Source: an optimization exercise on an open RTL-to-GDS flow (aim: small area). Production flows keep margins and buffers that such runs may drop. Function was checked by simulation only, so behaviour that the tests miss may differ from the original. No activity file was given, so power comes from the tool's default toggle rates.

[config.mk]
export PLATFORM = sky130hd
export DESIGN_NAME = issue_stage
export DESIGN_NICKNAME = issue_stage
export VERILOG_FILES = /design/flow/design.v
export SDC_FILE = /design/flow/constraint.sdc
export NUM_CORES = 4
export LEC_CHECK = 0
export CAP_MARGIN = 20
export CORE_MARGIN = 2
export CORE_UTILIZATION = 55
export PLACE_DENSITY = 0.65
export SETUP_SLACK_MARGIN = 0.15
export SLEW_MARGIN = 20
export SYNTH_HIERARCHICAL = 1
[constraint.sdc]
create_clock -name core_clock -period 5.0 [get_ports {clk}]
set_input_delay 1.0000 -clock core_clock [delete_from_list [all_inputs] [get_ports {clk}]]
set_output_delay 1.0000 -clock core_clock [all_outputs]
set_load 0.01 [all_outputs]
[design.v]
`timescale 1ns/10ps
module issue_stage
(
  input  logic        clk,
  input  logic        rst,              
  input  logic        stall_i,
  input  logic        decode_en_i,
  input  logic [1:0]  decode_fu_sel_i,
  input  logic [2:0]  decode_op_sel_i,
  input  logic [3:0]  decode_alu_op_i,
  input  logic [4:0]  decode_rd_i,
  input  logic [4:0]  decode_rs1_i,
  input  logic [4:0]  decode_rs2_i,
  input  logic [31:0] decode_imm_i,
  input  logic [31:0] decode_pc_i,
  input  logic [3:0]  rob_tag_i,
  input  logic        rob_rs1_valid_i,
  input  logic [31:0] rob_rs1_value_i,
  input  logic        rob_rs2_valid_i,
  input  logic [31:0] rob_rs2_value_i,
  input  logic        cdb_valid_i,
  input  logic [3:0]  cdb_tag_i,
  input  logic [31:0] cdb_value_i,
  input  logic        commit_en_i,
  input  logic [4:0]  commit_rd_i,
  input  logic [3:0]  commit_tag_i,
  input  logic [31:0] commit_value_i,
  output logic        disp_alu_en_o,
  output logic        disp_ldst_en_o,
  output logic        disp_br_en_o,
  output logic        disp_br_comp_o,
  output logic [3:0]  disp_alu_op_o,
  output logic [31:0] disp_op1_value_o,
  output logic        disp_op1_rdy_o,
  output logic [3:0]  disp_op1_q_o,
  output logic [31:0] disp_op2_value_o,
  output logic        disp_op2_rdy_o,
  output logic [3:0]  disp_op2_q_o,
  output logic [31:0] disp_offset_o,
  output logic [31:0] disp_pc_o,
  output logic [3:0]  disp_tag_o,
  output logic        alloc_en_o,
  output logic [4:0]  alloc_dest_o,
  output logic        alloc_valid_o,
  output logic [31:0] alloc_value_o,
  output logic [3:0]  alloc_tag_o,
  output logic [3:0]  rob_rs1_tag_o,
  output logic [3:0]  rob_rs2_tag_o
);
  logic [31:0] rf   [1:31];  
  logic [3:0]  tags [1:31];
  logic [31:1] busy;
  logic [31:1] dec1, dec2, decc, decr;
  logic        alloc_ok;
  dec5   u_dec1 (.a(decode_rs1_i), .y(dec1));
  dec5   u_dec2 (.a(decode_rs2_i), .y(dec2));
  dec5en u_decc (.en(commit_en_i), .a(commit_rd_i), .y(decc));
  dec5en u_decr (.en(alloc_ok),    .a(decode_rd_i), .y(decr));
  logic [31:0] rf1, rf2;
  logic [3:0]  tag1, tag2, tagc;
  logic        busy1, busy2;
  logic [30:0] busy_col;
  for (genvar i = 1; i < 32; i++)
    assign busy_col[i-1] = busy[i];
  onehot_rd u_busy1 (.s(dec1), .d(busy_col), .y(busy1));
  onehot_rd u_busy2 (.s(dec2), .d(busy_col), .y(busy2));
  for (genvar b = 0; b < 4; b++)
  begin : g_tag_rd
    logic [30:0] col;
    for (genvar i = 1; i < 32; i++)
      assign col[i-1] = tags[i][b];
    onehot_rd u_rd1 (.s(dec1), .d(col), .y(tag1[b]));
    onehot_rd u_rd2 (.s(dec2), .d(col), .y(tag2[b]));
    onehot_rd u_rdc (.s(decc), .d(col), .y(tagc[b]));
  end
  for (genvar b = 0; b < 32; b++)
  begin : g_rf_rd
    logic [30:0] col;
    for (genvar i = 1; i < 32; i++)
      assign col[i-1] = rf[i][b];
    onehot_rd u_rd1 (.s(dec1), .d(col), .y(rf1[b]));
    onehot_rd u_rd2 (.s(dec2), .d(col), .y(rf2[b]));
  end
  assign rob_rs1_tag_o = tag1;
  assign rob_rs2_tag_o = tag2;
  logic fire, is_alu, is_ldst, is_br, use_rs2, use_pc1, alloc, off_en;
  logic [3:0] next_tag;
  assign fire     = decode_en_i && !stall_i;
  assign is_alu   = decode_fu_sel_i == 2'd1;
  assign is_ldst  = decode_fu_sel_i == 2'd2;
  assign is_br    = decode_fu_sel_i == 2'd3;
  assign use_rs2  = ((is_alu || is_ldst) && decode_op_sel_i[0]) || (is_br && decode_op_sel_i[1]);
  assign use_pc1  = is_br && !decode_op_sel_i[0] && !decode_op_sel_i[1];
  assign alloc    = !(is_ldst && decode_op_sel_i[0]) && !(is_br && decode_op_sel_i[1]);
  assign alloc_ok = fire && alloc && (decode_rd_i != 5'd0);
  assign off_en   = !decode_fu_sel_i[0] || decode_op_sel_i[1];  
  assign next_tag = rob_tag_i + {3'd0, alloc_en_o};
  logic [31:0] alloc_value;
  assign alloc_value   = ({32{!disp_br_comp_o}} & disp_pc_o)
                       + (disp_offset_o | {29'd0, disp_br_en_o, 2'd0});
  assign alloc_value_o = alloc_value;
  assign alloc_valid_o = !(disp_alu_en_o || disp_ldst_en_o);
  assign alloc_tag_o   = disp_tag_o;
  logic        byp1, byp2, cdb1, cdb2, rdy1, rdy2;
  logic [31:0] val1, val2;
  assign byp1 = alloc_en_o && (alloc_dest_o == decode_rs1_i);
  assign byp2 = alloc_en_o && (alloc_dest_o == decode_rs2_i);
  assign cdb1 = cdb_valid_i && (cdb_tag_i == tag1);
  assign cdb2 = cdb_valid_i && (cdb_tag_i == tag2);
  logic [4:0] s1, s2;
  assign s1[0] = use_pc1;
  assign s1[1] = !use_pc1 && byp1;
  assign s1[2] = !use_pc1 && !byp1 && !busy1;
  assign s1[3] = !use_pc1 && !byp1 && busy1 && rob_rs1_valid_i;
  assign s1[4] = !use_pc1 && !byp1 && busy1 && !rob_rs1_valid_i;
  assign s2[0] = !use_rs2;
  assign s2[1] = use_rs2 && byp2;
  assign s2[2] = use_rs2 && !byp2 && !busy2;
  assign s2[3] = use_rs2 && !byp2 && busy2 && rob_rs2_valid_i;
  assign s2[4] = use_rs2 && !byp2 && busy2 && !rob_rs2_valid_i;
  for (genvar b = 0; b < 32; b++)
  begin : g_opsel
    opsel u_op1 (.s(s1), .d({cdb_value_i[b], rob_rs1_value_i[b], rf1[b], alloc_value[b], decode_pc_i[b]}),  .y(val1[b]));
    opsel u_op2 (.s(s2), .d({cdb_value_i[b], rob_rs2_value_i[b], rf2[b], alloc_value[b], decode_imm_i[b]}), .y(val2[b]));
  end
  assign rdy1 = byp1 ? alloc_valid_o : (!busy1 || rob_rs1_valid_i || cdb1);
  assign rdy2 = byp2 ? alloc_valid_o : (!busy2 || rob_rs2_valid_i || cdb2);
  always_ff @(posedge clk)
  begin
    if (!rst)
    begin
      disp_alu_en_o  <= 1'b0;
      disp_ldst_en_o <= 1'b0;
      disp_br_en_o   <= 1'b0;
      alloc_en_o     <= 1'b0;
    end
    else
    begin
      disp_alu_en_o  <= fire && is_alu;
      disp_ldst_en_o <= fire && is_ldst;
      disp_br_en_o   <= fire && is_br;
      alloc_en_o     <= alloc_ok;
    end
  end
  always_ff @(posedge clk)
  begin
    disp_br_comp_o   <= decode_op_sel_i[1] || (decode_fu_sel_i == 2'd0 && !decode_op_sel_i[0]);
    disp_alu_op_o    <= decode_alu_op_i;
    disp_op1_value_o <= val1;
    disp_op1_rdy_o   <= use_pc1 || rdy1;
    disp_op1_q_o     <= byp1 ? disp_tag_o : tag1;
    disp_op2_value_o <= val2;
    disp_op2_rdy_o   <= !use_rs2 || rdy2;
    disp_op2_q_o     <= byp2 ? disp_tag_o : tag2;
    disp_offset_o    <= {32{off_en}} & decode_imm_i;
    disp_pc_o        <= decode_pc_i;
    disp_tag_o       <= next_tag;
    alloc_dest_o     <= decode_rd_i;
  end
  logic [31:0] rf_d;
  logic [3:0]  tag_d;
  assign rf_d  = {32{rst}} & commit_value_i;
  assign tag_d = {4{rst}}  & next_tag;
  for (genvar i = 1; i < 32; i++)
  begin : g_reg
    logic we, ren, clr;
    assign we  = decc[i];
    assign ren = decr[i];
    assign clr = we && (tagc == commit_tag_i);
    always_ff @(posedge clk)
      if (we || !rst)
        rf[i] <= rf_d;
    always_ff @(posedge clk)
      if (ren || !rst)
        tags[i] <= tag_d;
    always_ff @(posedge clk)
      if (!rst)
        busy[i] <= 1'b0;
      else if (ren || clr)
        busy[i] <= ren;
  end
endmodule
module onehot_rd
(
  input  logic [30:0] s,
  input  logic [30:0] d,
  output logic        y
);
  logic [10:0] t;
  logic [2:0]  u;
  for (genvar k = 0; k < 10; k++)
  begin : g_aoi
    aoi222 i_aoi (.a1(s[3*k]), .a2(d[3*k]), .b1(s[3*k+1]), .b2(d[3*k+1]),
                  .c1(s[3*k+2]), .c2(d[3*k+2]), .y(t[k]));
  end
  assign t[10] = ~(s[30] & d[30]);
  nand4x i_n0 (.a(t[0]), .b(t[1]), .c(t[2]),  .d(t[3]), .y(u[0]));
  nand4x i_n1 (.a(t[4]), .b(t[5]), .c(t[6]),  .d(t[7]), .y(u[1]));
  nand3x i_n2 (.a(t[8]), .b(t[9]), .c(t[10]), .y(u[2]));
  assign y = |u;
endmodule
module aoi222
(
  input  logic a1, a2, b1, b2, c1, c2,
  output logic y
);
  assign y = ~((a1 & a2) | (b1 & b2) | (c1 & c2));
endmodule
module nand4x
(
  input  logic a, b, c, d,
  output logic y
);
  assign y = ~(a & b & c & d);
endmodule
module nand3x
(
  input  logic a, b, c,
  output logic y
);
  assign y = ~(a & b & c);
endmodule
module dec5
(
  input  logic [4:0]  a,
  output logic [31:1] y
);
  for (genvar i = 1; i < 32; i++)
    assign y[i] = (a == 5'(i));
endmodule
module dec5en
(
  input  logic        en,
  input  logic [4:0]  a,
  output logic [31:1] y
);
  for (genvar i = 1; i < 32; i++)
    assign y[i] = en && (a == 5'(i));
endmodule
module opsel
(
  input  logic [4:0] s,
  input  logic [4:0] d,
  output logic       y
);
  assign y = |(s & d);
endmodule
[flow/run.sh]
#!/bin/bash
# The standard layout, with three changes:
# - the port buffers are buf_1 cells instead of the buffer_ports default
# - clock tree synthesis adds no dummy loads, clusters up to 28 sinks within
#   80 um and builds from clkbuf_16
# - after global routing, gates on paths with positive slack are downsized
#   (ORFS RECOVER_POWER)
set -euo pipefail
cd "$(dirname "${BASH_SOURCE[0]}")/.."
bash standard.sh \
  BUFFER_PORTS_ARGS="-buffer_cell sky130_fd_sc_hd__buf_1" \
  CTS_ARGS="-sink_clustering_enable -repair_clock_nets -dont_use_dummy_load -sink_clustering_size 28 -sink_clustering_max_diameter 80 -buf_list {sky130_fd_sc_hd__clkbuf_16}" \
  RECOVER_POWER=100 \
  finish > flow_make.log 2>&1
[standard.sh]
#!/bin/bash
# synth_recipe.tcl (not shown) runs the flow's synth.tcl, then flattens the netlist and writes it again
# the make line also repeats each setting of config.mk as NAME=value (left out here)
make -C /OpenROAD-flow-scripts/flow DESIGN_CONFIG=/design/flow/config.mk WORK_HOME=/design/flow/orfs CLKGATE_MAP_FILE= SYNTH_SCRIPT=/design/flow/synth_recipe.tcl "${@:-finish}"
==> results.yml, run 1 <==
outcome:
  failed_checks: "capacitance limit, slew limit, setup timing"
  status: "complete, but fails checks"
timing:
  clock_skew_ps: 60.2
  final-hold-violation-count: 0
  rsz0062_at_grt: "yes"
  worstMarginPinSlew_ps: 3080
  fin_crit_ps: 5010
  finalSetupViolations: 7
  drv_slew: 1234
  period_share_pct: 100
  fin_ws_ps: -11.2
  maxSlewHeadroom_pct: -106
  achievable-frequency_mhz: 200
  fin_tns_setup_ps: -37.4
synth:
  synth_flop_cell: "edfxtp_1"
  syn_nets: 3772
  yosys_register_bits: 1303
  avgSynthCellArea_um2: 15.4
  synthTopCellsByArea: "edfxtp_1 62%, a222oi_1 16%, dfxtp_1 7.0%, nand4_1 1.9%, nand2_1 1.5%"
  synth_area_leader_cell: "edfxtp_1"
  async_flop_share_pct: 0
  ys_warn_count: 9
  syn_inst: 3493
  ys_seq_area_share_pct: 69.5
  synth.distinct_cells: 67
  synth_top_area_share_pct: 62.5
  syn_area_um2: 53600
  synth_edf_count: 1116
clock_network:
  root_buffer: "clkbuf_16"
  cts_sinks: 1303
  clk_latency_ps: 740
  cts_buffers: 58
  clk_pin_slew_ps: 110
  cts_tree: "built"
  cts_buffer_depth: 3
  htree_levels: 2
finish:
  final_area_um2: 60300
  mostFrequentLayoutCell: "edfxtp_1"
  nFillCells: 7380
  multiInputGateArea_um2: 16800
  area_growth_pct: 12.4
  nets: 4406
  register_area_um2: 37300
  final_cell_mix: "1116 x edfxtp_1, 844 x a222oi_1, 418 x buf_1"
  layout-drive-gt1-share_pct: 9.21
  postLayoutCoreUtil_pct: 62.3
pwr:
  pwr-share-comb_pct: 12.2
  leakagePower_nw: 19.7
  p_int_mw: 15.6
  p_switching_mw: 5.75
  sequentialPowerShare_pct: 62.5
  swShare_pct: 26.9
  ir_drop_v: 0.000338
  pwr-share-clk_pct: 25.3
  power.density_nw_per_um2: 354
critical_path:
  path_cells: "clkbuf_1, nand2b_2"
  cp_slowest_stage_delay_ps: 2130
  rr_startpoint: "tags[13][2]"
  r2r_cells: 9
  required_ps: 5010
  r2r_slack_ps: 860
  crit_buf_inv: 1
  r2r_end: "busy[21]"
  end_kind: "register"
  crit_family: "buffers and inverters"
  path_class: "input port to register"
  critPathMaxFanout: 45
  slowest_stage: "clkbuf_1"
  cp-start-kind: "input port"
  arrival_ps: 5020
place:
  place_ws_ps: -52.0
  dpl_cell_area_um2: 58800
  io_buffers: 440
  dp_hpwl_um: 153000
  place.gp.congestion: 0.980
route:
  wl_um: 242000
  first_pass_iters: 13
  postRouteAntennaNets: 0
  drtIter0Drc: 12634
  num_vias: 44997
  drcViolationCount: 0
  viasPerCell: 8.30
  routedWlPerCell_um: 44.7
grt:
  grt_max_degree: 48
  grt_pass1_wl_um: 321000
  antenna_found_initial: 28
  grt_pass1_vias: 42211
  grt-ovfl-total: 0
  grt.total_usage_pct: 46.9
hold_path:
  hold_path_end: "disp_pc_o[5]"
  min_path_type: "input port to register"
  whs_path_depth: 1
  worstHoldStart: "decode_pc_i[5]"
floorplan:
  fp.dieH_um: 316
  fp-row-count: 114
  die_x_um: 316
  io-pin-count: 442
  die-area_um2: 100000
  start_util_pct: 55.5
  core_region_area_um2: 96700
run:
  maxCapViolCount: 42
==> area by class of cell <==
cell class,instances,area share [%]
diodes,22,0.0913
flip-flops and latches,1303,61.8
repair buffers,632,5.07
multi-input cells,2124,27.9
clock buffers,58,2.41
well taps,1276,2.65
inverters,8,0.0519
==> per-module statistics from Yosys (local to each module, per instance) <==
module	area, µm²	copies in the design
nand3x	5.00	78
onehot_rd	10.0	78
nand4x	6.26	156
aoi222	10.0	780
opsel	21.3	64
issue_stage	41400	1
dec5en	230	2
dec5	218	2
==> cell families after synthesis <==
family                   synth area share (%)
flip-flops                               69.5
AO/OA/AOI/OAI                            18.3
AND/OR/NAND/NOR                          9.76
buffers and inverters                   0.541
XOR/XNOR                                0.817
adder cells (fa/ha/maj)                 0.901
multiplexers                            0.168
==> what timing repair did <==
action / in CTS / in global routing
resized for setup: 22 / 26
endpoints found under the setup margin: 19 / 17
hold buffers: 0 / 0
pin swaps: 2 / 4
buffers inserted: 2 / 2
==> metal layers <==
metal / vias to the layer above / GRT usage (%) / wire length (µm)
met5: - / 2.46 / 322
met4: 21 / 28.8 / 17700
met3: 927 / 22.2 / 45700
met2: 4900 / 66.7 / 100000
met1: 21911 / 58.0 / 78300
li1: 17238 / - / -
==> synth_stat cells, drive strengths merged (7+ instances only) <==
cell type / n
inv: 8
nor3: 10
ha: 37
a211oi: 7
nand3: 93
edfxtp: 1116
nand2: 209
nand4: 167
nand3b: 8
and3: 11
dfxtp: 187
xor2: 26
mux2: 8
a22oi: 66
buf: 13
a222oi: 844
xnor2: 24
nor2: 145
nor2b: 66
nand2b: 75
clkbuf: 45
or2: 7
o21ai: 15
or3: 81
a21o: 13
a21oi: 64
and2: 71
==> flip-flops by register name, indices dropped and copies added, names as in the netlist, 5 cells and up <==
register	cells
disp_op1_value_o	32
rf	992
disp_op2_value_o	32
disp_pc_o	32
tags	124
busy	31
alloc_dest_o	5
disp_offset_o	32
==> how the worst max path moves through the flow <==
stage | from | end | slack (ps) | cells after the start
after global placement | disp_br_comp_o | alloc_value_o[26] | -4 | 12
final | rst | rf[12][17] | -10 | 2
after detailed placement | disp_br_comp_o | alloc_value_o[26] | -50 | 12
after global routing | disp_pc_o[10] | alloc_value_o[25] | 20 | 9
after CTS | disp_br_comp_o | alloc_value_o[25] | 110 | 10
after floorplan | decode_rs1_i[3] | disp_op1_value_o[0] | 290 | 9
==> power by group through the flow <==
stage,combinational [mW],clock [mW],sequential [mW]
4_1_cts,2.48,5.34,13.3
5_1_grt,2.65,5.66,13.4
2_1_floorplan,1.11,0,13.4
6_report,2.61,5.40,13.3
3_5_place_dp,2.45,0,13.5
3_3_place_gp,2.43,0,13.5
==> stage by stage <==
step	power (mW)	hold WS, ps	std cells
4_1_cts	21.1	361	5398
3_3_place_gp	15.9	521	5337
3_5_place_dp	16.0	519	5338
5_1_grt	21.7	366	5410
2_1_floorplan	14.5	498	3493
6_report	21.4	378	5423
==> inputs of run 2 (changes only) <==
--- a/design.v
+++ b/design.v
@@ -225,8 +225,32 @@
   input  logic [4:0]  a,
   output logic [31:1] y
 );
+  logic [4:0] an;
+  logic [7:0] lo_n;
+  logic [3:0] hi_n;
+  for (genvar k = 0; k < 5; k++)
+  begin : g_inv
+    invx i_inv (.a(a[k]), .y(an[k]));
+  end
+  for (genvar k = 0; k < 8; k++)
+  begin : g_lo
+    nand3x i_lo (.a(k[0] ? a[0] : an[0]), .b(k[1] ? a[1] : an[1]), .c(k[2] ? a[2] : an[2]), .y(lo_n[k]));
+  end
+  for (genvar k = 0; k < 4; k++)
+  begin : g_hi
+    nand2x i_hi (.a(k[0] ? a[3] : an[3]), .b(k[1] ? a[4] : an[4]), .y(hi_n[k]));
+  end
   for (genvar i = 1; i < 32; i++)
-    assign y[i] = (a == 5'(i));
+  begin : g_y
+    nor2x i_y (.a(lo_n[i % 8]), .b(hi_n[i / 8]), .y(y[i]));
+  end
+endmodule
+module nand2x
+(
+  input  logic a, b,
+  output logic y
+);
+  assign y = ~(a & b);
 endmodule
 module dec5en
 (
@@ -234,8 +258,39 @@
   input  logic [4:0]  a,
   output logic [31:1] y
 );
+  logic [4:0] an;
+  logic [7:0] lo_n;
+  logic [3:0] hi_n;
+  for (genvar k = 0; k < 5; k++)
+  begin : g_inv
+    invx i_inv (.a(a[k]), .y(an[k]));
+  end
+  for (genvar k = 0; k < 8; k++)
+  begin : g_lo
+    nand3x i_lo (.a(k[0] ? a[0] : an[0]), .b(k[1] ? a[1] : an[1]), .c(k[2] ? a[2] : an[2]), .y(lo_n[k]));
+  end
+  for (genvar k = 0; k < 4; k++)
+  begin : g_hi
+    nand3x i_hi (.a(en), .b(k[0] ? a[3] : an[3]), .c(k[1] ? a[4] : an[4]), .y(hi_n[k]));
+  end
   for (genvar i = 1; i < 32; i++)
-    assign y[i] = en && (a == 5'(i));
+  begin : g_y
+    nor2x i_y (.a(lo_n[i % 8]), .b(hi_n[i / 8]), .y(y[i]));
+  end
+endmodule
+module invx
+(
+  input  logic a,
+  output logic y
+);
+  assign y = ~a;
+endmodule
+module nor2x
+(
+  input  logic a, b,
+  output logic y
+);
+  assign y = ~(a | b);
 endmodule
 module opsel
 (
==> flow/run.sh (replaced) <==
#!/bin/bash
# The standard layout, with two changes:
# - the port buffers are buf_1 cells instead of the buffer_ports default
# - clock tree synthesis adds no dummy loads, clusters up to 28 sinks within
#   80 um and builds from clkbuf_16
set -euo pipefail
cd "$(dirname "${BASH_SOURCE[0]}")/.."
bash standard.sh \
  BUFFER_PORTS_ARGS="-buffer_cell sky130_fd_sc_hd__buf_1" \
  CTS_ARGS="-sink_clustering_enable -repair_clock_nets -dont_use_dummy_load -sink_clustering_size 28 -sink_clustering_max_diameter 80 -buf_list {sky130_fd_sc_hd__clkbuf_16}" \
  finish > flow_make.log 2>&1
==> run 2 against run 1 <==
  * The run now finishes clean
  * Clock power hardly changed
  * Sequential power about the same
  * Non-clock buffer count up 8
  * Via count decreased by 0.11%
  * Highest routed layer unchanged
  * Design area rose by 0.65%
  * Count of clock-buffer cells in the layout stayed put
  * First-iteration DRC count rose by 1.7%
  * Sequential cell count unchanged
  * Sequential share of layout area is 0.40 points lower
  * Critical path type is now register to primary output
==> results.yml, run 2 <==
critical_path:
  critPathMaxFanout: 17
  cp-start-kind: "register"
  arrival_ps: 3890
  rr_startpoint: "disp_br_comp_o"
  required_ps: 4000
  end_kind: "primary output"
  path_class: "register to primary output"
  critPathLaunch: "disp_br_comp_o"
timing:
  worstMarginPinSlew_ps: 1260
  rsz0062_at_grt: "yes"
  drv_slew: 0
  period_share_pct: 97.9
  fin_crit_ps: 4890
  fin_tns_setup_ps: 0
  whs_ps: 360
  clock_skew_ps: 73.8
  finalSetupViolations: 0
  maxSlewHeadroom_pct: 15.9
  achievable-frequency_mhz: 204
  final-hold-violation-count: 0
finish:
  mostFrequentLayoutCell: "edfxtp_1"
  final_cell_mix: "1116 x edfxtp_1, 844 x a222oi_1, 428 x buf_1"
  layout-drive-gt1-share_pct: 10.8
  largest-register: "rf"
  nets: 4433
  largest_reg_flops: 992
  register_area_um2: 37300
  nFillCells: 7350
  area_growth_pct: 13.4
  multiInputGateArea_um2: 16900
  reg.largest.list: "rf (992), tags (124)"
synth:
  async_flop_share_pct: 0
  syn_inst: 3500
  yosys_register_bits: 1303
  synth_top_area_share_pct: 62.7
  syn_nets: 3779
  synth_edf_count: 1116
  syn_area_um2: 53500
  synthTopCellsByArea: "edfxtp_1 63%, a222oi_1 16%, dfxtp_1 7.0%, nand4_1 1.9%, nand2_1 1.5%"
  synth_area_leader_cell: "edfxtp_1"
  synth_common_cells: "1116 x edfxtp_1, 844 x a222oi_1, 213 x nand2_1"
  avgSynthCellArea_um2: 15.3
  ys_seq_area_share_pct: 69.7
  synth_most_common_cell: "edfxtp_1"
  synth_flop_cell: "edfxtp_1"
  ys_warn_count: 9
  synth.distinct_cells: 63
clock_network:
  cts_buffers: 58
  cts_tree: "built"
  cts_sinks: 1303
  htree_levels: 2
  clk_pin_slew_ps: 80
  root_buffer: "clkbuf_16"
  cts_buffer_depth: 3
  clk_latency_ps: 760
  holdBufCountCts: 0
grt:
  met3_usage_pct: 21.3
  grt-ovfl-total: 0
  met1_usage_pct: 57.3
  grt.total_usage_pct: 47.1
  grt_pass1_vias: 42432
  grt_max_degree: 55
  grt_pass1_wl_um: 321000
  antenna_found_initial: 22
  grt.met2_usage_pct: 67.1
  busiest_layer: "met2"
route:
  drtIter0Drc: 12855
  routedWlPerCell_um: 44.4
  wl_um: 241000
  num_vias: 44947
  first_pass_iters: 13
  drcViolationCount: 0
  postRouteAntennaNets: 0
  viasPerCell: 8.27
pwr:
  sequentialPowerShare_pct: 62.2
  pwr-share-clk_pct: 25.2
  power.density_nw_per_um2: 352
  leakagePower_nw: 19.9
  pwr-share-comb_pct: 12.5
  ir_drop_v: 0.000318
  p_switching_mw: 5.72
  p_int_mw: 15.7
  swShare_pct: 26.8
run:
  maxCapViolCount: 0
floorplan:
  die_x_um: 316
  io-pin-count: 442
  core_region_area_um2: 96600
  start_util_pct: 55.4
  fp-row-count: 114
  fp.dieH_um: 316
  die-area_um2: 99700
outcome:
  status: "finished clean"
place:
  place.gp.congestion: 1.04
  io_buffers: 440
  dp_hpwl_um: 154000
hold_path:
  worstHoldStart: "decode_alu_op_i[2]"
  min_path_type: "input port to register"
-- run 2: cell count changes after synthesis, sizes merged, moves of 6 or more --
cell	previous run	this run
clkbuf	45	33
nand3b	8	2
nand4b	6	0
nand4bb	6	0
nand3	93	131
inv	8	28
nand2b	75	67
or3b	6	0
-- run 2: routing by layer --
layer | up-vias | routed length (µm)
met3 | 988 | 44900
met5 | - | 607
li1 | 17307 | -
met2 | 4865 | 99600
met1 | 21771 | 76800
met4 | 16 | 19500
-- run 2: cell type report --
type	instances	share of cell area, %
well taps	1276	2.63
inverters	28	0.173
diodes	10	0.0413
clock buffers	58	2.39
flip-flops and latches	1303	61.4
multi-input cells	2123	27.9
repair buffers	640	5.48
-- run 2: through the flow --
step / utilization, % / total power, mW / worst slack, ps / cells / instance area (µm²)
after floorplan: - / 14.5 / 387 / 3500 / 53500
after global placement: 60.8 / 15.9 / 180 / 5360 / 58700
after detailed placement: 60.8 / 16.0 / 119 / 5360 / 58700
after CTS: 62.5 / 21.1 / 139 / 5421 / 60300
after global routing: 62.8 / 21.8 / 94.4 / 5432 / 60600
final: 62.8 / 21.4 / 106 / 5438 / 60700
-- run 2: what timing repair did --
item                                    in CTS  in global routing
endpoints found under the setup margin      21                 21
setup buffers                                3                  5
gates resized for setup                     35                 45
pin swaps                                    2                  5
-- run 2: logic make-up (layout without fill, tap and decap cells) --
group | Yosys count | count (layout) | synth area share (%)
mux | 8 | 8 | 0.168
simple gates | 977 | 977 | 9.47
other cells | 0 | 10 | 0
fa+ha+maj | 38 | 38 | 0.903
compound gates | 1050 | 1050 | 18.4
buf+inv | 74 | 726 | 0.590
xor+xnor | 50 | 50 | 0.819
flops | 1303 | 1303 | 69.7
-- run 2: power by group through the flow --
stage	clock network, mW	registers [mW]	logic (mW)
after CTS	5.33	13.3	2.49
after detailed placement	0	13.5	2.46
after global routing	5.68	13.4	2.73
after floorplan	0	13.4	1.10
final	5.39	13.3	2.68
after global placement	0	13.5	2.45
-- run 2: path summary, 6_finish.rpt --
kind                                        endpoint  slack (ps)  depth (start not counted)
worst min-delay path                disp_alu_op_o[2]         360                          1
worst max register to register  disp_op2_value_o[31]        1470                         14
worst min register to register              busy[11]         540                          2
worst max-delay path               alloc_value_o[25]         110                         12
-- run 2: per-module statistics from Yosys (local to each module, per instance), excerpt --
| module | copies in the design | flip-flops and latches | area, µm² | cells inside |
|---|---|---|---|---|
| issue_stage | 1 | 1303 | 41400 | 1946 |
| aoi222 | 780 | 0 | 10.0 | 1 |
| onehot_rd | 78 | 0 | 10.0 | 2 |
| nand3x | 118 | 0 | 5.00 | 1 |
| invx | 20 | 0 | 3.75 | 1 |
| nand2x | 8 | 0 | 3.75 | 1 |
| nor2x | 124 | 0 | 3.75 | 1 |
-- run 2: critical path, stage by stage, from the launching register on --
cell and delay, ps:
dfxtp_4 530, buf_12 200, nor2b_1 70, ha_2 590, nand2_1 90, a21oi_1 140, buf_4 250, a21boi_2 100
or4_4 570, nand3b_1 120, xor2_1 150, buf_4 150, buf_2 140
==> inputs of run 3 (changes only) <==
--- a/config.mk
+++ b/config.mk
@@ -9,6 +9,6 @@
 export CORE_MARGIN = 2
 export CORE_UTILIZATION = 55
 export PLACE_DENSITY = 0.65
-export SETUP_SLACK_MARGIN = 0.15
+export SETUP_SLACK_MARGIN = 0.05
 export SLEW_MARGIN = 20
 export SYNTH_HIERARCHICAL = 1
==> run 3 against run 2 <==
  * Now fails the layout checks on setup timing
  * Combinational power hardly changed
  * Hold slack worse by 10 ps
  * Core utilization is 0.12 points lower
  * Clock skew hardly changed
  * Critical path type unchanged
  * Critical endpoint is now alloc_value_o[31]
==> results.yml, run 3 <==
outcome:
  status: "complete, but fails checks"
  failed_checks: "setup timing"
synth:
  async_flop_share_pct: 0
  synth_top_area_share_pct: 62.7
  syn_area_um2: 53500
  ys_warn_count: 9
  synth_common_cells: "1116 x edfxtp_1, 844 x a222oi_1, 213 x nand2_1"
  synth.distinct_cells: 63
  syn_nets: 3779
  synthTopCellsByArea: "edfxtp_1 63%, a222oi_1 16%, dfxtp_1 7.0%, nand4_1 1.9%, nand2_1 1.5%"
  ys_seq_area_share_pct: 69.7
  synth_edf_count: 1116
  synth_area_leader_cell: "edfxtp_1"
  yosys_register_bits: 1303
  avgSynthCellArea_um2: 15.3
  syn_inst: 3500
  synth_flop_cell: "edfxtp_1"
  synth_most_common_cell: "edfxtp_1"
clock_network:
  cts_tree: "built"
  clk_pin_slew_ps: 90
  cts_buffers: 58
  cts_sinks: 1303
  holdBufCountCts: 0
  cts_buffer_depth: 3
  clk_latency_ps: 760
  htree_levels: 2
  root_buffer: "clkbuf_16"
grt:
  antenna_found_initial: 22
  grt-ovfl-total: 0
  grt_pass1_vias: 42402
  grt_max_degree: 55
  grt_pass1_wl_um: 321000
  grt.total_usage_pct: 47.0
critical_path:
  critPathLaunch: "disp_br_comp_o"
  r2r_end: "disp_op2_value_o[31]"
  r2r_slack_ps: 1440
  critPathMaxFanout: 7
  rr_startpoint: "disp_br_comp_o"
  path_class: "register to primary output"
  end_kind: "primary output"
  arrival_ps: 4040
  crit_path_end: "alloc_value_o[31]"
  cp-start-kind: "register"
  r2r_cells: 11
  required_ps: 4000
floorplan:
  die_x_um: 316
  io-pin-count: 442
  die-area_um2: 99700
  fp.dieH_um: 316
  core_region_area_um2: 96600
  fp-row-count: 114
  start_util_pct: 55.4
timing:
  fin_ws_ps: -43.1
  finalSetupViolations: 1
  achievable-frequency_mhz: 198
  drv_slew: 0
  clock_skew_ps: 73.8
  rsz0062_at_grt: "yes"
  worstMarginPinSlew_ps: 1270
  final-hold-violation-count: 0
  fin_crit_ps: 5040
  period_share_pct: 101
  maxSlewHeadroom_pct: 15.0
finish:
  postLayoutCoreUtil_pct: 62.7
  largest-register: "rf"
  nets: 4432
  mostFrequentLayoutCell: "edfxtp_1"
  final_cell_mix: "1116 x edfxtp_1, 844 x a222oi_1, 433 x buf_1"
  register_area_um2: 37300
  reg.largest.list: "rf (992), tags (124)"
  finalNonFillerCells: 5438
  multiInputGateArea_um2: 16800
  area_growth_pct: 13.2
  nFillCells: 7366
  largest_reg_flops: 992
  layout-drive-gt1-share_pct: 10.4
place:
  io_buffers: 440
  place.gp.congestion: 1.04
  dp_hpwl_um: 154000
  place_inst: 5360
route:
  wl_um: 241000
  drcViolationCount: 0
  postRouteAntennaNets: 0
  viasPerCell: 8.29
  routedWlPerCell_um: 44.3
  first_pass_iters: 15
  num_vias: 45100
  drtIter0Drc: 13119
hold_path:
  min_path_type: "input port to register"
pwr:
  power.density_nw_per_um2: 352
  pwr-share-clk_pct: 25.2
  swShare_pct: 26.7
  sequentialPowerShare_pct: 62.3
  pwr-share-comb_pct: 12.5
  p_switching_mw: 5.70
  leakagePower_nw: 19.9
  ir_drop_v: 0.000325
  p_int_mw: 15.6
run:
  maxCapViolCount: 0
-- run 3: layout make-up --
cell class	count	share of cell area (%)
Antenna cell	11	0.0455
Tap cell	1276	2.64
Clock buffer	58	2.40
Sequential cell	1303	61.5
Timing Repair Buffer	639	5.46
Multi-Input combinational cell	2123	27.8
Inverter	28	0.174
-- run 3: per-module statistics from Yosys (local to each module, per instance), a selection --
module       times used  area [µm²]  cells inside
aoi222              780        10.0             1
issue_stage           1       41400          1946
onehot_rd            78        10.0             2
nand4x              156        6.26             1
nand3x              118        5.00             1
nor2x               124        3.75             1
invx                 20        3.75             1
opsel                64        21.3             3
nand2x                8        3.75             1
-- run 3: worst min-delay path by stage --
stage / from / to / slack [ps] / depth (start not counted)
floorplan: busy[16] / busy[16] / 500 / 2
global placement: busy[13] / busy[13] / 520 / 2
detailed placement: busy[16] / busy[16] / 530 / 2
CTS: decode_alu_op_i[2] / disp_alu_op_o[2] / 340 / 1
global route: decode_alu_op_i[2] / disp_alu_op_o[2] / 340 / 1
finish: decode_alu_op_i[2] / disp_alu_op_o[2] / 350 / 1
-- run 3: critical path, cell delays in order, from the launching register on --
cell and delay (ps):
dfxtp_4 450, buf_6 190, nor2b_1 200, ha_1 670
a21oi_1 320, a211o_1 330, o211a_1 290, or4_1 480
o211ai_1 170, clkbuf_2 200
-- run 3: kinds of logic after synthesis --
kind of cell    after synthesis  synth area share [%]
compound gates             1050                  18.4
fa+ha+maj                    38                 0.903
buf+inv                      74                 0.590
flops                      1303                  69.7
xor+xnor                     50                 0.819
simple gates                977                  9.47
mux                           8                 0.168
-- run 3: stage by stage --
step	TNS, ps	cell area, µm²	hold WS (ps)	setup slack [ps]	power, mW
after floorplan	0	53500	498	387	14.5
after global placement	0	58700	520	180	15.9
after detailed placement	0	58700	526	119	16.0
after CTS	0	60300	343	54.3	21.1
after global routing	-13.3	60500	342	-13.3	21.8
final	-43.1	60500	350	-43.1	21.3
-- run 3: what timing repair did --
| item | in CTS | in global routing |
|---|---|---|
| pin swaps | 2 | 4 |
| resized for setup | 24 | 33 |
| endpoints found under the setup margin | 19 | 19 |
| setup buffers | 1 | 6 |
-- run 3: routing by layer --
metal | vias up | global-route usage, % | wire [µm]
met4 | 12 | 31.4 | 19900
met2 | 4995 | 67.0 | 99100
met3 | 1013 | 21.2 | 44800
met5 | - | 2.13 | 373
met1 | 21778 | 57.6 | 77000
li1 | 17302 | - | -
-- run 3: power groups by stage --
stage	sequential, mW	combinational [mW]	clock, mW
floorplan	13.4	1.10	0
global placement	13.5	2.45	0
detailed placement	13.5	2.46	0
CTS	13.3	2.48	5.33
global route	13.4	2.71	5.68
finish	13.3	2.66	5.38
==> inputs of run 4 (changes only) <==
--- a/config.mk
+++ b/config.mk
@@ -7,8 +7,8 @@
 export LEC_CHECK = 0
 export CAP_MARGIN = 20
 export CORE_MARGIN = 2
-export CORE_UTILIZATION = 55
-export PLACE_DENSITY = 0.65
-export SETUP_SLACK_MARGIN = 0.05
+export CORE_UTILIZATION = 60
+export PLACE_DENSITY = 0.68
+export SETUP_SLACK_MARGIN = 0.15
 export SLEW_MARGIN = 20
 export SYNTH_HIERARCHICAL = 1
==> run 4 against run 3 <==
  * Still fails the layout checks on setup timing
  * Hold slack improved by 8.9 ps
  * Combinational power fell by 2%
  * Wire length fell by 3.1%
  * Clock power fell by 2%
  * Via count rose by 1.1%
  * Largest cell class unchanged
==> results.yml, run 4 <==
synth:
  syn_inst: 3500
  yosys_register_bits: 1303
  syn_nets: 3779
  synth_area_leader_cell: "edfxtp_1"
  synth_top_family_by_area: "compound AO/OA/AOI/OAI gates"
  synth_top_area_share_pct: 62.7
  synth_mux_area_share_pct: 0.168
  synthXorXnorAreaFrac_pct: 0.819
  synth_compound_area_share_pct: 18.4
  synth-simple-area-share_pct: 9.47
  synth_fa_ha_area_share_pct: 0.903
  ys_warn_count: 9
  avgSynthCellArea_um2: 15.3
  synth_edf_count: 1116
  synth_common_cells: "1116 x edfxtp_1, 844 x a222oi_1, 213 x nand2_1"
  synth.distinct_cells: 63
  synth_flop_cell: "edfxtp_1"
  synth_most_common_cell: "edfxtp_1"
  syn_area_um2: 53500
  async_flop_share_pct: 0
  synthTopCellsByArea: "edfxtp_1 63%, a222oi_1 16%, dfxtp_1 7.0%, nand4_1 1.9%, nand2_1 1.5%"
  ys_seq_area_share_pct: 69.7
clock_network:
  holdBufCountCts: 0
  clk_pin_slew_ps: 100
  cts_buffer_depth: 3
  htree_levels: 2
  cts_sinks: 1303
  clk_latency_ps: 730
  cts_buffers: 57
  cts_tree: "built"
  root_buffer: "clkbuf_16"
grt:
  grt_pass1_wl_um: 317000
  grt_max_degree: 58
  grt-ovfl-total: 0
  grt.total_usage_pct: 49.7
  grt_pass1_vias: 44032
  antenna_found_initial: 25
critical_path:
  end_kind: "primary output"
  required_ps: 4000
  r2r_cells: 14
  rr_startpoint: "disp_br_comp_o"
  r2r_slack_ps: 1140
  cp-start-kind: "register"
  arrival_ps: 4100
  path_class: "register to primary output"
  critPathMaxFanout: 8
  r2r_end: "disp_op2_value_o[10]"
route:
  num_vias: 45610
  wl_um: 234000
  postRouteAntennaNets: 0
  viasPerCell: 8.57
  drcViolationCount: 0
  routedWlPerCell_um: 43.9
  drtIter0Drc: 13315
  first_pass_iters: 17
floorplan:
  fp-row-count: 109
  fp.dieH_um: 303
  start_util_pct: 60.5
  die-area_um2: 91500
  io-pin-count: 442
  die_x_um: 303
  core_region_area_um2: 88400
pwr:
  p_int_mw: 15.6
  total_power_mw: 21.2
  p_switching_mw: 5.65
  ir_drop_v: 0.000322
  pwr-share-clk_pct: 24.8
  power.density_nw_per_um2: 352
  sequentialPowerShare_pct: 62.9
  pwr-share-comb_pct: 12.3
  leakagePower_nw: 19.9
  swShare_pct: 26.6
hold_path:
  whs_path_depth: 1
  hold_path_end: "disp_alu_op_o[2]"
  min_path_type: "input port to register"
  worstHoldStart: "decode_alu_op_i[2]"
place:
  place.gp.congestion: 1.06
  io_buffers: 440
  dp_hpwl_um: 150000
timing:
  clock_skew_ps: 51.5
  drv_slew: 0
  worstMarginPinSlew_ps: 1360
  fin_crit_ps: 5100
  final-hold-violation-count: 0
  finalSetupViolations: 3
  rsz0062_at_grt: "yes"
  fin_ws_ps: -104
  achievable-frequency_mhz: 196
  period_share_pct: 102
  maxSlewHeadroom_pct: 9.05
finish:
  largest_reg_flops: 992
  mostFrequentLayoutCell: "edfxtp_1"
  nFillCells: 6082
  nets: 4425
  area_growth_pct: 12.6
  reg.largest.list: "rf (992), tags (124)"
  layout-drive-gt1-share_pct: 10.0
  largest-register: "rf"
  final_cell_mix: "1116 x edfxtp_1, 844 x a222oi_1, 437 x buf_1"
  postLayoutCoreUtil_pct: 68.2
outcome:
  status: "complete, but fails checks"
  failed_checks: "setup timing"
run:
  maxCapViolCount: 0
-- run 4: cell count changes in the layout (fill, tap and decap cells not counted), sizes merged --
cell    delta
buf        -3
diode      +4
clkbuf     -4
-- run 4: what timing repair did --
action / 4_1_cts / 5_1_grt
hold endpoints to repair: 0 / 0
resized for setup: 25 / 29
pin swaps: 1 / 3
setup buffers: 2 / 2
endpoints found under the setup margin: 23 / 19
-- run 4: cell type report --
class,instances,area (µm²),area share (%)
Antenna cell,15,37.5,0.0623
Multi-Input combinational cell,2123,16700,27.8
Sequential cell,1303,37300,61.8
Timing Repair Buffer,633,3230,5.36
Tap cell,1165,1460,2.42
Clock buffer,57,1430,2.37
Inverter,28,105,0.174
-- run 4: worst max-delay path: stages (launching register included) --
cell and delay, ps:
dfxtp_4 420, buf_12 160, nor2b_1 280, ha_2 460, a21oi_4 340, o311ai_1 190, buf_4 220, a21boi_2 320
o21ai_1 200, buf_4 200, a311oi_2 430, buf_1 210
-- run 4: layer usage --
| layer | track usage [%] | vias up | part of all wire (%) |
|---|---|---|---|
| li1 | - | 17281 | - |
| met1 | 57.5 | 21289 | 29 |
| met2 | 71.2 | 5669 | 41 |
| met3 | 23.3 | 1351 | 20 |
| met4 | 39.5 | 20 | 10 |
| met5 | 0.259 | - | 0.064 |
-- run 4: kinds of logic (layout without fill, tap and decap cells) --
| group | count (synthesis) | after routing |
|---|---|---|
| DFF | 1303 | 1303 |
| AOI/OAI and AO/OA | 1050 | 1050 |
| and+or+nand+nor | 977 | 977 |
| buffers and inverters | 74 | 718 |
| xor gates and xnor gates | 50 | 50 |
| adders and majority gates | 38 | 38 |
| muxes | 8 | 8 |
| other | 0 | 15 |
-- run 4: power by group through the flow --
stage	Sequential, mW	Clock (mW)	Combinational [mW]
floorplan	13.4	0	1.10
global route	13.4	5.55	2.64
finish	13.4	5.25	2.62
global placement	13.4	0	2.36
detailed placement	13.5	0	2.41
CTS	13.3	5.19	2.43
-- run 4: Yosys stat by module (local to each module, per instance), excerpt --
module       cell area [µm²]  copies in the design  cells  flip-flops and latches
issue_stage            41400                     1   1946                    1303
nand4x                  6.26                   156      1                       0
onehot_rd               10.0                    78      2                       0
nand2x                  3.75                     8      1                       0
nor2x                   3.75                   124      1                       0
opsel                   21.3                    64      3                       0
invx                    3.75                    20      1                       0
aoi222                  10.0                   780      1                       0
nand3x                  5.00                   118      1                       0
-- run 4: how the worst max path moves through the flow --
stage / start / endpoint
floorplan: decode_fu_sel_i[0] / disp_op1_value_o[0]
global placement: disp_br_comp_o / alloc_value_o[10]
detailed placement: disp_br_comp_o / alloc_value_o[17]
CTS: disp_br_comp_o / alloc_value_o[17]
global route: disp_br_comp_o / alloc_value_o[17]
finish: disp_br_comp_o / alloc_value_o[17]
-- run 4: per-stage QoR --
step	setup TNS, ps	std cells	instance area [µm²]	hold slack (ps)	setup WS, ps
after floorplan	0	3500	53500	498	387
after global placement	0	5248	58500	513	277
after detailed placement	0	5248	58500	521	238
after CTS	0	5307	60100	347	134
after global routing	-90.4	5314	60200	355	-46.3
final	-234	5324	60200	359	-104
==> inputs of run 5 (changes only) <==
==> flow/run.sh (replaced) <==
#!/bin/bash
# The standard layout, with two changes:
# - the port buffers are buf_1 cells instead of the buffer_ports default
# - clock tree synthesis adds no dummy loads and clusters up to 25 sinks within 70 um and builds from clkbuf_16
set -euo pipefail
cd "$(dirname "${BASH_SOURCE[0]}")/.."
bash standard.sh \
  BUFFER_PORTS_ARGS="-buffer_cell sky130_fd_sc_hd__buf_1" \
  CTS_ARGS="-sink_clustering_enable -repair_clock_nets -dont_use_dummy_load -sink_clustering_size 25 -sink_clustering_max_diameter 70 -buf_list {sky130_fd_sc_hd__clkbuf_16}" \
  finish > flow_make.log 2>&1
--- a/config.mk
+++ b/config.mk
@@ -7,8 +7,7 @@
 export LEC_CHECK = 0
 export CAP_MARGIN = 20
 export CORE_MARGIN = 2
-export CORE_UTILIZATION = 60
-export PLACE_DENSITY = 0.68
+export CORE_UTILIZATION = 50
 export SETUP_SLACK_MARGIN = 0.15
 export SLEW_MARGIN = 20
 export SYNTH_HIERARCHICAL = 1
==> run 5 against run 4 <==
  * Die area grew 20%
  * Total power rose by 4.9%
  * Core utilization shrank 10 points
  * Highest routed layer unchanged
  * Largest power group unchanged
  * First-iteration DRC count decreased by 14%
  * Sequential power is essentially flat
  * Hold slack improved by 69 ps
  * Critical path type unchanged
  * The run now finishes clean
  * Sequential cell count did not move
  * Clock skew grew 14 ps
  * Cell count increased by 5.2%
==> results.yml, run 5 <==
clock_network:
  cts_buffer_depth: 3
  cts_sinks: 1303
  clk_latency_ps: 700
  htree_levels: 3
  cts_buffers: 80
  cts_tree: "built"
  clk_pin_slew_ps: 90
  root_buffer: "clkbuf_16"
timing:
  whs_ps: 428
  worstMarginPinSlew_ps: 1240
  achievable-frequency_mhz: 207
  fin_crit_ps: 4840
  rsz0062_at_grt: "yes"
  final-hold-violation-count: 0
  fin_tns_setup_ps: 0
  finalSetupViolations: 0
  maxSlewHeadroom_pct: 17.1
  period_share_pct: 96.7
  clock_skew_ps: 65.3
  drv_slew: 0
grt:
  grt-ovfl-total: 0
  grt_pass1_wl_um: 322000
  grt_max_degree: 49
  grt.total_usage_pct: 42.9
  antenna_found_initial: 21
  grt_pass1_vias: 42118
outcome:
  status: "finished clean"
synth:
  syn_nets: 3779
  synth_edf_count: 1116
  synth_most_common_cell: "edfxtp_1"
  yosys_register_bits: 1303
  synth.distinct_cells: 63
  ys_seq_area_share_pct: 69.7
  synthTopCellsByArea: "edfxtp_1 63%, a222oi_1 16%, dfxtp_1 7.0%, nand4_1 1.9%, nand2_1 1.5%"
  async_flop_share_pct: 0
  synth_top_area_share_pct: 62.7
  synth_flop_cell: "edfxtp_1"
  synth_common_cells: "1116 x edfxtp_1, 844 x a222oi_1, 213 x nand2_1"
  syn_inst: 3500
  syn_area_um2: 53500
  synth_area_leader_cell: "edfxtp_1"
  avgSynthCellArea_um2: 15.3
  ys_warn_count: 9
critical_path:
  path_class: "register to primary output"
  critPathMaxFanout: 16
  arrival_ps: 3840
  required_ps: 4000
  end_kind: "primary output"
  cp-start-kind: "register"
pwr:
  pwr-share-clk_pct: 28.3
  swShare_pct: 26.3
  p_switching_mw: 5.86
  pwr-share-comb_pct: 12.0
  power.density_nw_per_um2: 363
  sequentialPowerShare_pct: 59.7
  leakagePower_nw: 20.3
  ir_drop_v: 0.000249
  p_int_mw: 16.4
route:
  routedWlPerCell_um: 43.0
  drcViolationCount: 0
  first_pass_iters: 14
  viasPerCell: 7.96
  wl_um: 241000
  drtIter0Drc: 11482
  num_vias: 44604
  postRouteAntennaNets: 0
finish:
  area_growth_pct: 14.7
  largest_reg_flops: 992
  final_cell_mix: "1116 x edfxtp_1, 844 x a222oi_1, 437 x buf_1"
  largest-register: "rf"
  reg.largest.list: "rf (992), tags (124)"
  nFillCells: 8387
  nets: 4479
  layout-drive-gt1-share_pct: 11.1
  mostFrequentLayoutCell: "edfxtp_1"
place:
  dp_hpwl_um: 159000
  place.gp.congestion: 1.03
  io_buffers: 440
floorplan:
  die-area_um2: 110000
  core_region_area_um2: 106000
  fp.dieH_um: 331
  io-pin-count: 442
  die_x_um: 331
  start_util_pct: 50.6
  fp-row-count: 119
run:
  maxCapViolCount: 0
hold_path:
  min_path_type: "input port to register"
[run 5: cell counts after synthesis]
Identical to the previous run, type by type.
[run 5: timing repair]
item                                   CTS  global route
pin swaps                                0             1
resized for setup                       10            23
hold buffers                             0             0
endpoints found under the hold margin    0             0
buffers inserted                         2             2
cloned                                   0             0
setup endpoints to repair               18            20
[run 5: final timing paths]
path	startpoint	end	slack, ps	depth (start not counted)
max	disp_br_comp_o	alloc_value_o[25]	160	11
min	decode_pc_i[2]	disp_pc_o[2]	430	1
max reg2reg	disp_br_comp_o	disp_op1_value_o[13]	1370	14
min reg2reg	busy[7]	busy[7]	540	2
[run 5: per-layer routing]
metal  part of all wire [%]  up-vias  track usage (%)
li1                       -    17420                -
met1                     34    21832             54.7
met2                     41     4514             61.4
met3                     18      828             17.0
met4                    7.5       10             26.5
met5                  0.031        -                0
[run 5: power by group through the flow]
stage	Clock (mW)	Sequential, mW	Combinational (mW)
after floorplan	0	13.4	1.10
after global placement	0	13.5	2.50
after detailed placement	0	13.5	2.51
after CTS	6.30	13.3	2.53
after global routing	6.65	13.4	2.72
final	6.30	13.3	2.66
[run 5: critical path, stage by stage (launching register included)]
cell and delay, ps:
dfxtp_4 430, buf_12 190, nor2b_1 70, ha_2 580, nand2_1 100, a21oi_1 160, buf_4 250, a21boi_1 120
or4_1 630, nand3b_1 170, xor2_2 220, buf_2 180
[run 5: kinds of logic (layout without fill, tap and decap cells)]
kind of cell / count (synthesis) / after routing / share of synthesized area (%)
flip-flops: 1303 / 1303 / 69.7
AO/OA/AOI/OAI: 1050 / 1050 / 18.4
AND/OR/NAND/NOR: 977 / 977 / 9.47
buffers and inverters: 74 / 772 / 0.590
XOR/XNOR: 50 / 50 / 0.819
adder cells (fa/ha/maj): 38 / 38 / 0.903
multiplexers: 8 / 8 / 0.168
other: 0 / 14 / 0
[run 5: metrics by stage]
step / power, mW / cell area (µm²) / setup slack, ps / cells / utilization [%]
after global placement: 16.0 / 59100 / 0.405 / 5502 / 55.9
final: 22.3 / 61300 / 165 / 5603 / 58.0
after global routing: 22.8 / 61300 / 83.2 / 5592 / 58.0
after floorplan: 14.5 / 53500 / 387 / 3500 / -
after detailed placement: 16.0 / 59100 / 143 / 5503 / 55.9
after CTS: 22.1 / 61200 / 144 / 5585 / 57.9
[run 5: final cells by class]
type / count / area, µm² / share of cell area [%]
antenna: 14 / 35.0 / 0.0571
clock buffer: 80 / 2000 / 3.26
inverter: 28 / 105 / 0.171
multi-input combinational: 2123 / 16700 / 27.2
sequential: 1303 / 37300 / 60.8
tap: 1391 / 1740 / 2.84
timing repair buffer: 664 / 3510 / 5.72
[run 5: modules after synthesis, one instance, submodules excluded, a selection]
module       flops+latches  times used
nor2x                    0         124
nand2x                   0           8
onehot_rd                0          78
issue_stage           1303           1
nand3x                   0         118
opsel                    0          64
invx                     0          20
nand4x                   0         156
aoi222                   0         780
==> inputs of run 6 (changes only) <==
--- a/design.v
+++ b/design.v
@@ -52,8 +52,9 @@
   logic [31:1] busy;
   logic [31:1] dec1, dec2, decc, decr;
   logic        alloc_ok;
-  dec5   u_dec1 (.a(decode_rs1_i), .y(dec1));
-  dec5   u_dec2 (.a(decode_rs2_i), .y(dec2));
+  logic [31:1] dec1h, dec2h;  
+  dec5   u_dec1 (.a(decode_rs1_i), .y(dec1), .y2(dec1h));
+  dec5   u_dec2 (.a(decode_rs2_i), .y(dec2), .y2(dec2h));
   dec5en u_decc (.en(commit_en_i), .a(commit_rd_i), .y(decc));
   dec5en u_decr (.en(alloc_ok),    .a(decode_rd_i), .y(decr));
   logic [31:0] rf1, rf2;
@@ -78,8 +79,8 @@
     logic [30:0] col;
     for (genvar i = 1; i < 32; i++)
       assign col[i-1] = rf[i][b];
-    onehot_rd u_rd1 (.s(dec1), .d(col), .y(rf1[b]));
-    onehot_rd u_rd2 (.s(dec2), .d(col), .y(rf2[b]));
+    onehot_rd u_rd1 (.s(b < 16 ? dec1 : dec1h), .d(col), .y(rf1[b]));
+    onehot_rd u_rd2 (.s(b < 16 ? dec2 : dec2h), .d(col), .y(rf2[b]));
   end
   assign rob_rs1_tag_o = tag1;
   assign rob_rs2_tag_o = tag2;
@@ -223,7 +224,8 @@
 module dec5
 (
   input  logic [4:0]  a,
-  output logic [31:1] y
+  output logic [31:1] y,
+  output logic [31:1] y2   
 );
   logic [4:0] an;
   logic [7:0] lo_n;
@@ -242,7 +244,8 @@
   end
   for (genvar i = 1; i < 32; i++)
   begin : g_y
-    nor2x i_y (.a(lo_n[i % 8]), .b(hi_n[i / 8]), .y(y[i]));
+    nor2x i_y  (.a(lo_n[i % 8]), .b(hi_n[i / 8]), .y(y[i]));
+    nor2x i_y2 (.a(lo_n[i % 8]), .b(hi_n[i / 8]), .y(y2[i]));
   end
 endmodule
 module nand2x
==> flow/run.sh (replaced) <==
#!/bin/bash
# The standard layout, with two changes:
# - the port buffers are buf_1 cells instead of the buffer_ports default
# - clock tree synthesis adds no dummy loads, clusters up to 28 sinks within
#   80 um and builds from clkbuf_16
set -euo pipefail
cd "$(dirname "${BASH_SOURCE[0]}")/.."
bash standard.sh \
  BUFFER_PORTS_ARGS="-buffer_cell sky130_fd_sc_hd__buf_1" \
  CTS_ARGS="-sink_clustering_enable -repair_clock_nets -dont_use_dummy_load -sink_clustering_size 28 -sink_clustering_max_diameter 80 -buf_list {sky130_fd_sc_hd__clkbuf_16}" \
  finish > flow_make.log 2>&1
--- a/config.mk
+++ b/config.mk
@@ -7,7 +7,8 @@
 export LEC_CHECK = 0
 export CAP_MARGIN = 20
 export CORE_MARGIN = 2
-export CORE_UTILIZATION = 50
+export CORE_UTILIZATION = 55
+export PLACE_DENSITY = 0.65
 export SETUP_SLACK_MARGIN = 0.15
 export SLEW_MARGIN = 20
 export SYNTH_HIERARCHICAL = 1
==> run 6 against run 5 <==
  * Still clean
  * Total power shrank 5.3%
  * Design area shrank 1.6%
  * Sequential cell count is the same
  * Cell count shrank 1.7%
  * Non-clock buffer count shrank 12
  * Die area shrank 8.6%
  * Clock skew grew 13 ps
  * Critical path type is now input port to primary output
  * Critical endpoint is now rob_rs2_tag_o[3]
  * Largest power group unchanged
==> results.yml, run 6 <==
outcome:
  status: "finished clean"
place:
  io_buffers: 440
  dp_hpwl_um: 142000
  place.gp.congestion: 0.990
timing:
  maxSlewHeadroom_pct: 16.7
  final-hold-violation-count: 0
  period_share_pct: 97.5
  fin_tns_setup_ps: 0
  achievable-frequency_mhz: 205
  worstMarginPinSlew_ps: 1250
  clock_skew_ps: 78.4
  drv_slew: 0
  rsz0062_at_grt: "yes"
  fin_crit_ps: 4880
  finalSetupViolations: 0
clock_network:
  cts_tree: "built"
  cts_buffers: 57
  holdBufCountCts: 0
  clk_latency_ps: 730
  cts_buffer_depth: 3
  cts_sinks: 1303
  htree_levels: 2
  clk_pin_slew_ps: 110
  root_buffer: "clkbuf_16"
synth:
  synth_area_leader_cell: "edfxtp_1"
  avgSynthCellArea_um2: 15.1
  ys_warn_count: 9
  synth_common_cells: "1116 x edfxtp_1, 844 x a222oi_1, 213 x nand2_1"
  yosys_register_bits: 1303
  synthTopCellsByArea: "edfxtp_1 62%, a222oi_1 16%, dfxtp_1 7.0%, nand4_1 1.9%, nand2_1 1.5%"
  async_flop_share_pct: 0
  synth_most_common_cell: "edfxtp_1"
  syn_nets: 3841
  synth_edf_count: 1116
  ys_seq_area_share_pct: 69.4
  synth.distinct_cells: 63
  synth_top_area_share_pct: 62.4
  syn_inst: 3562
  synth_flop_cell: "edfxtp_1"
  syn_area_um2: 53700
grt:
  grt-ovfl-total: 0
  grt_pass1_wl_um: 289000
  antenna_found_initial: 11
  grt_pass1_vias: 40341
  grt_max_degree: 58
  grt.total_usage_pct: 40.7
hold_path:
  whs_path_depth: 1
  min_path_type: "input port to register"
  hold_path_end: "disp_alu_op_o[3]"
  worstHoldStart: "decode_alu_op_i[3]"
critical_path:
  cp-start-kind: "input port"
  end_kind: "primary output"
  rr_startpoint: "disp_br_comp_o"
  r2r_cells: 12
  required_ps: 4000
  arrival_ps: 3880
  r2r_end: "disp_op2_value_o[31]"
  critPathMaxFanout: 13
  path_class: "input port to primary output"
  r2r_slack_ps: 1530
finish:
  register_area_um2: 37300
  nFillCells: 7488
  reg.largest.list: "rf (992), tags (124)"
  nets: 4506
  multiInputGateArea_um2: 16600
  largest_reg_flops: 992
  mostFrequentLayoutCell: "edfxtp_1"
  layout-drive-gt1-share_pct: 10.8
  final_cell_mix: "1116 x edfxtp_1, 844 x a222oi_1, 436 x buf_1"
  largest-register: "rf"
  area_growth_pct: 12.4
floorplan:
  die_x_um: 317
  fp.dieH_um: 317
  core_region_area_um2: 96700
  io-pin-count: 442
  fp-row-count: 114
  die-area_um2: 100000
  start_util_pct: 55.5
route:
  postRouteAntennaNets: 0
  first_pass_iters: 14
  num_vias: 43163
  drcViolationCount: 0
  routedWlPerCell_um: 38.2
  wl_um: 210000
  viasPerCell: 7.84
  drtIter0Drc: 11306
pwr:
  total_power_mw: 21.1
  power.density_nw_per_um2: 349
  ir_drop_v: 0.000374
  leakagePower_nw: 20.0
run:
  maxCapViolCount: 0
-- run 6: changes by cell type in the layout (fill, tap and decap cells not counted), sizes merged --
| cell | change |
|---|---|
| diode | -8 |
| nor2 | +62 |
| clkbuf | -22 |
| buf | -13 |
-- run 6: how the worst max path moves through the flow --
stage | endpoint | slack [ps] | depth (start not counted) | startpoint
after floorplan | disp_op1_value_o[0] | 380 | 9 | decode_rs1_i[3]
after global placement | disp_op2_value_o[13] | 390 | 12 | decode_rs2_i[0]
after detailed placement | disp_op2_value_o[11] | 360 | 12 | decode_rs2_i[1]
after CTS | alloc_value_o[31] | 110 | 10 | disp_br_comp_o
after global routing | alloc_value_o[28] | 80 | 10 | disp_br_comp_o
final | rob_rs2_tag_o[3] | 120 | 8 | decode_rs2_i[0]
-- run 6: critical path, stage by stage --
cell and delay (ps):
buf_1 260, inv_1 160, nand3_1 580, nor2_2 340, a222oi_1 490, nand4_1 360
or3_1 510, buf_1 160
-- run 6: per-stage QoR --
stage / util (%) / cells / hold slack [ps] / setup slack (ps) / instance area (µm²)
final: 62.4 / 5507 / 359 / 125 / 60400
after global routing: 62.4 / 5503 / 356 / 84.3 / 60400
after CTS: 62.3 / 5497 / 333 / 110 / 60200
after detailed placement: 60.8 / 5440 / 521 / 356 / 58800
after global placement: 60.7 / 5439 / 513 / 392 / 58700
after floorplan: - / 3562 / 498 / 376 / 53700
-- run 6: power breakdown --
part	switching, mW	total (mW)	internal, mW
clock network	3.25	5.29	2.03
logic	1.80	2.52	0.713
registers	0.470	13.3	12.8
-- run 6: area by class of cell --
class / instances / area share [%]
antenna: 6 / 0.0249
clock buffer: 57 / 2.36
inverter: 28 / 0.174
multi-input combinational: 2185 / 27.6
sequential: 1303 / 61.7
tap: 1276 / 2.64
timing repair buffer: 652 / 5.54
-- run 6: logic make-up (layout without fill, tap and decap cells) --
family / Yosys count / after routing / synth area share [%]
muxes: 8 / 8 / 0.168
DFF: 1303 / 1303 / 69.4
buffers and inverters: 74 / 737 / 0.587
adders and majority gates: 38 / 38 / 0.899
xor gates and xnor gates: 50 / 50 / 0.815
AOI/OAI and AO/OA: 1050 / 1050 / 18.3
and+or+nand+nor: 1039 / 1039 / 9.86
other: 0 / 6 / 0
-- run 6: what timing repair did --
item	in CTS	in global routing
pin swaps	0	2
endpoints found under the setup margin	17	14
buffers inserted	0	2
endpoints found under the hold margin	0	0
resized for setup	9	16
-- run 6: per-layer routing --
metal / track usage, % / up-vias / part of all wire (%)
met5: 0 / - / 0.015
met4: 25.3 / 6 / 7.4
met3: 8.52 / 605 / 14
met2: 61.1 / 3873 / 44
met1: 54.7 / 21191 / 35
li1: - / 17488 / -
-- run 6: modules after synthesis (local to each module, per instance), a selection --
module,cells,copies in the design,area [µm²],flip-flops and latches
issue_stage,1946,1,41400,1303
opsel,3,64,21.3,0
aoi222,1,780,10.0,0
onehot_rd,2,78,10.0,0
nand4x,1,156,6.26,0
nand3x,1,118,5.00,0
invx,1,20,3.75,0
nand2x,1,8,3.75,0
nor2x,1,186,3.75,0
==> inputs of run 7 (changes only) <==
--- a/design.v
+++ b/design.v
@@ -168,9 +168,15 @@
     assign we  = decc[i];
     assign ren = decr[i];
     assign clr = we && (tagc == commit_tag_i);
+    logic le_lo, le_hi;
+    or2nx i_le_lo (.a(we), .bn(rst), .y(le_lo));
+    or2nx i_le_hi (.a(we), .bn(rst), .y(le_hi));
     always_ff @(posedge clk)
-      if (we || !rst)
-        rf[i] <= rf_d;
+      if (le_lo)
+        rf[i][15:0] <= rf_d[15:0];
+    always_ff @(posedge clk)
+      if (le_hi)
+        rf[i][31:16] <= rf_d[31:16];
     always_ff @(posedge clk)
       if (ren || !rst)
         tags[i] <= tag_d;
@@ -303,3 +309,10 @@
 );
   assign y = |(s & d);
 endmodule
+module or2nx
+(
+  input  logic a, bn,
+  output logic y
+);
+  assign y = a | ~bn;
+endmodule
==> run 7 against run 6 <==
  * Still clean
  * Sequential power is essentially flat
  * Cell count is essentially flat
  * Register-to-register slack gained 190 ps
  * Setup slack gained 29 ps
  * Sequential share of layout area grew 0.088 points
  * Sequential cell count is the same
  * Critical path depth is the same
  * Design area shrank 0.13%
  * Combinational power is essentially flat
  * Critical endpoint is now rob_rs1_tag_o[0]
==> results.yml, run 7 <==
timing:
  finalSetupViolations: 0
  period_share_pct: 96.9
  fin_tns_setup_ps: 0
  worstMarginPinSlew_ps: 1360
  drv_slew: 0
  clock_skew_ps: 71.8
  rsz0062_at_grt: "no"
  achievable-frequency_mhz: 206
grt:
  grt_max_degree: 70
  antenna_found_initial: 23
  grt.total_usage_pct: 40.7
  grt_pass1_wl_um: 289000
floorplan:
  core_region_area_um2: 96900
  fp.dieH_um: 317
  fp-row-count: 114
  io-pin-count: 442
clock_network:
  cts_tree: "built"
  root_buffer: "clkbuf_16"
  clk_latency_ps: 740
  holdBufCountCts: 0
  clk_pin_slew_ps: 110
  htree_levels: 2
  cts_sinks: 1303
  cts_setup_buffers: 0
pwr:
  swShare_pct: 26.3
  ir_drop_v: 0.000308
  power.density_nw_per_um2: 349
  total_power_mw: 21.0
  p_int_mw: 15.5
  pwr-share-clk_pct: 24.8
  sequentialPowerShare_pct: 63.1
  p_switching_mw: 5.53
route:
  viasPerCell: 7.91
  wl_um: 213000
  num_vias: 43509
  routedWlPerCell_um: 38.7
finish:
  area_growth_pct: 11.9
  nFillCells: 7509
  nets: 4493
  postLayoutCoreUtil_pct: 62.3
  multiInputGateArea_um2: 16900
  final_cell_mix: "1116 x edfxtp_1, 844 x a222oi_1, 438 x buf_1"
  largest_reg_flops: 992
  largest-register: "rf"
synth:
  avgSynthCellArea_um2: 15.0
  synth_fa_ha_area_share_pct: 0.896
  synth_mux_area_share_pct: 0.167
  ys_seq_area_share_pct: 69.1
  synth_top_area_share_pct: 62.2
  syn_nets: 3869
  synth_compound_area_share_pct: 18.2
  synth-simple-area-share_pct: 10.2
  synth_edf_count: 1116
  syn_area_um2: 53900
  synth_common_cells: "1116 x edfxtp_1, 844 x a222oi_1, 213 x nand2_1"
  synth_flop_cell: "edfxtp_1"
  yosys_register_bits: 1303
critical_path:
  path_cells: "buf_1, inv_1, nand2_1, nor2_2, a222oi_1, nand4_1, or3_1, buf_1"
  arrival_ps: 3850
  rr_startpoint: "tags[10][0]"
  slowest_stage: "a222oi_1"
  cp-start-kind: "input port"
  cpMostUsedCell: "buf_1"
  required_ps: 4000
  critPathLaunch: "decode_rs1_i[4]"
  path_class: "input port to primary output"
run:
  maxCapViolCount: 0
place:
  io_buffers: 440
  dp_hpwl_um: 143000
outcome:
  status: "finished clean"
hold_path:
  min_path_type: "input port to register"
## run 7: Yosys stat by module, one instance, submodules excluded, excerpt
module / times used / flops+latches / area, µm²
nand2x: 8 / 0 / 3.75
aoi222: 780 / 0 / 10.0
opsel: 64 / 0 / 21.3
issue_stage: 1 / 1303 / 41200
invx: 20 / 0 / 3.75
nor2x: 186 / 0 / 3.75
nand3x: 118 / 0 / 5.00
or2nx: 62 / 0 / 6.26
onehot_rd: 78 / 0 / 10.0
## run 7: worst max-delay path, delay by kind of cell
kind	cells	cell delay, ps
and+or+nand+nor	4	1490
AOI/OAI and AO/OA	1	640
buffers and inverters	3	710
## run 7: layout make-up
| cell class | instances | share of cell area, % |
|---|---|---|
| diodes | 14 | 0.0581 |
| clock buffers | 56 | 2.32 |
| inverters | 28 | 0.174 |
| multi-input cells | 2216 | 28.0 |
| flip-flops and latches | 1303 | 61.8 |
| well taps | 1276 | 2.65 |
| repair buffers | 609 | 5.00 |
## run 7: power by group through the flow
| stage | Combinational (mW) | Sequential, mW | Clock [mW] |
|---|---|---|---|
| floorplan | 1.11 | 13.4 | 0 |
| global placement | 2.38 | 13.4 | 0 |
| detailed placement | 2.41 | 13.5 | 0 |
| CTS | 2.42 | 13.2 | 5.23 |
| global route | 2.60 | 13.4 | 5.56 |
| finish | 2.54 | 13.3 | 5.23 |
## run 7: logic make-up after synthesis
group / after synthesis
flip-flops: 1303
AND/OR/NAND/NOR: 1070
multiplexers: 8
buffers and inverters: 71
adder cells (fa/ha/maj): 38
AO/OA/AOI/OAI: 1050
XOR/XNOR: 50
## run 7: metrics by stage
| stage | hold slack, ps | std cells | area [µm²] |
|---|---|---|---|
| floorplan | 498 | 3590 | 53900 |
| CTS | 351 | 5484 | 60000 |
| global route | 381 | 5491 | 60300 |
| detailed placement | 525 | 5428 | 58600 |
| global placement | 520 | 5427 | 58600 |
| finish | 375 | 5502 | 60300 |
## run 7: path summary, 6_finish.rpt
path	cells after the start	end
setup / recovery	8	rob_rs1_tag_o[0]
hold reg to reg	2	busy[29]
setup reg to reg	8	disp_op2_rdy_o
hold / removal	1	disp_alu_op_o[0]
## run 7: routing by layer
layer  vias to the layer above  GRT usage [%]  wire [µm]
met1                     21425           53.1      72600
met2                      3903           60.9      93700
met4                        18           26.6      16700
li1                      17509              -          -
met3                       654           10.1      29500
met5                         -          0.900        230
## run 7: what timing repair did
| action | in CTS | in global routing |
|---|---|---|
| endpoints found under the hold margin | 0 | 0 |
| pin swaps | 0 | 0 |
| gates resized for setup | 15 | 18 |
| setup endpoints to repair | 18 | 14 |

Re-timed with assumed drivers on the ports (clkbuf_16 on the clock, buf_2 on other inputs), run 7 has 0.118 ns of setup slack against 0.154 ns with ideal ports, and -0.003 ns once port delays also move by the mid clock arrival of 0.774 ns.
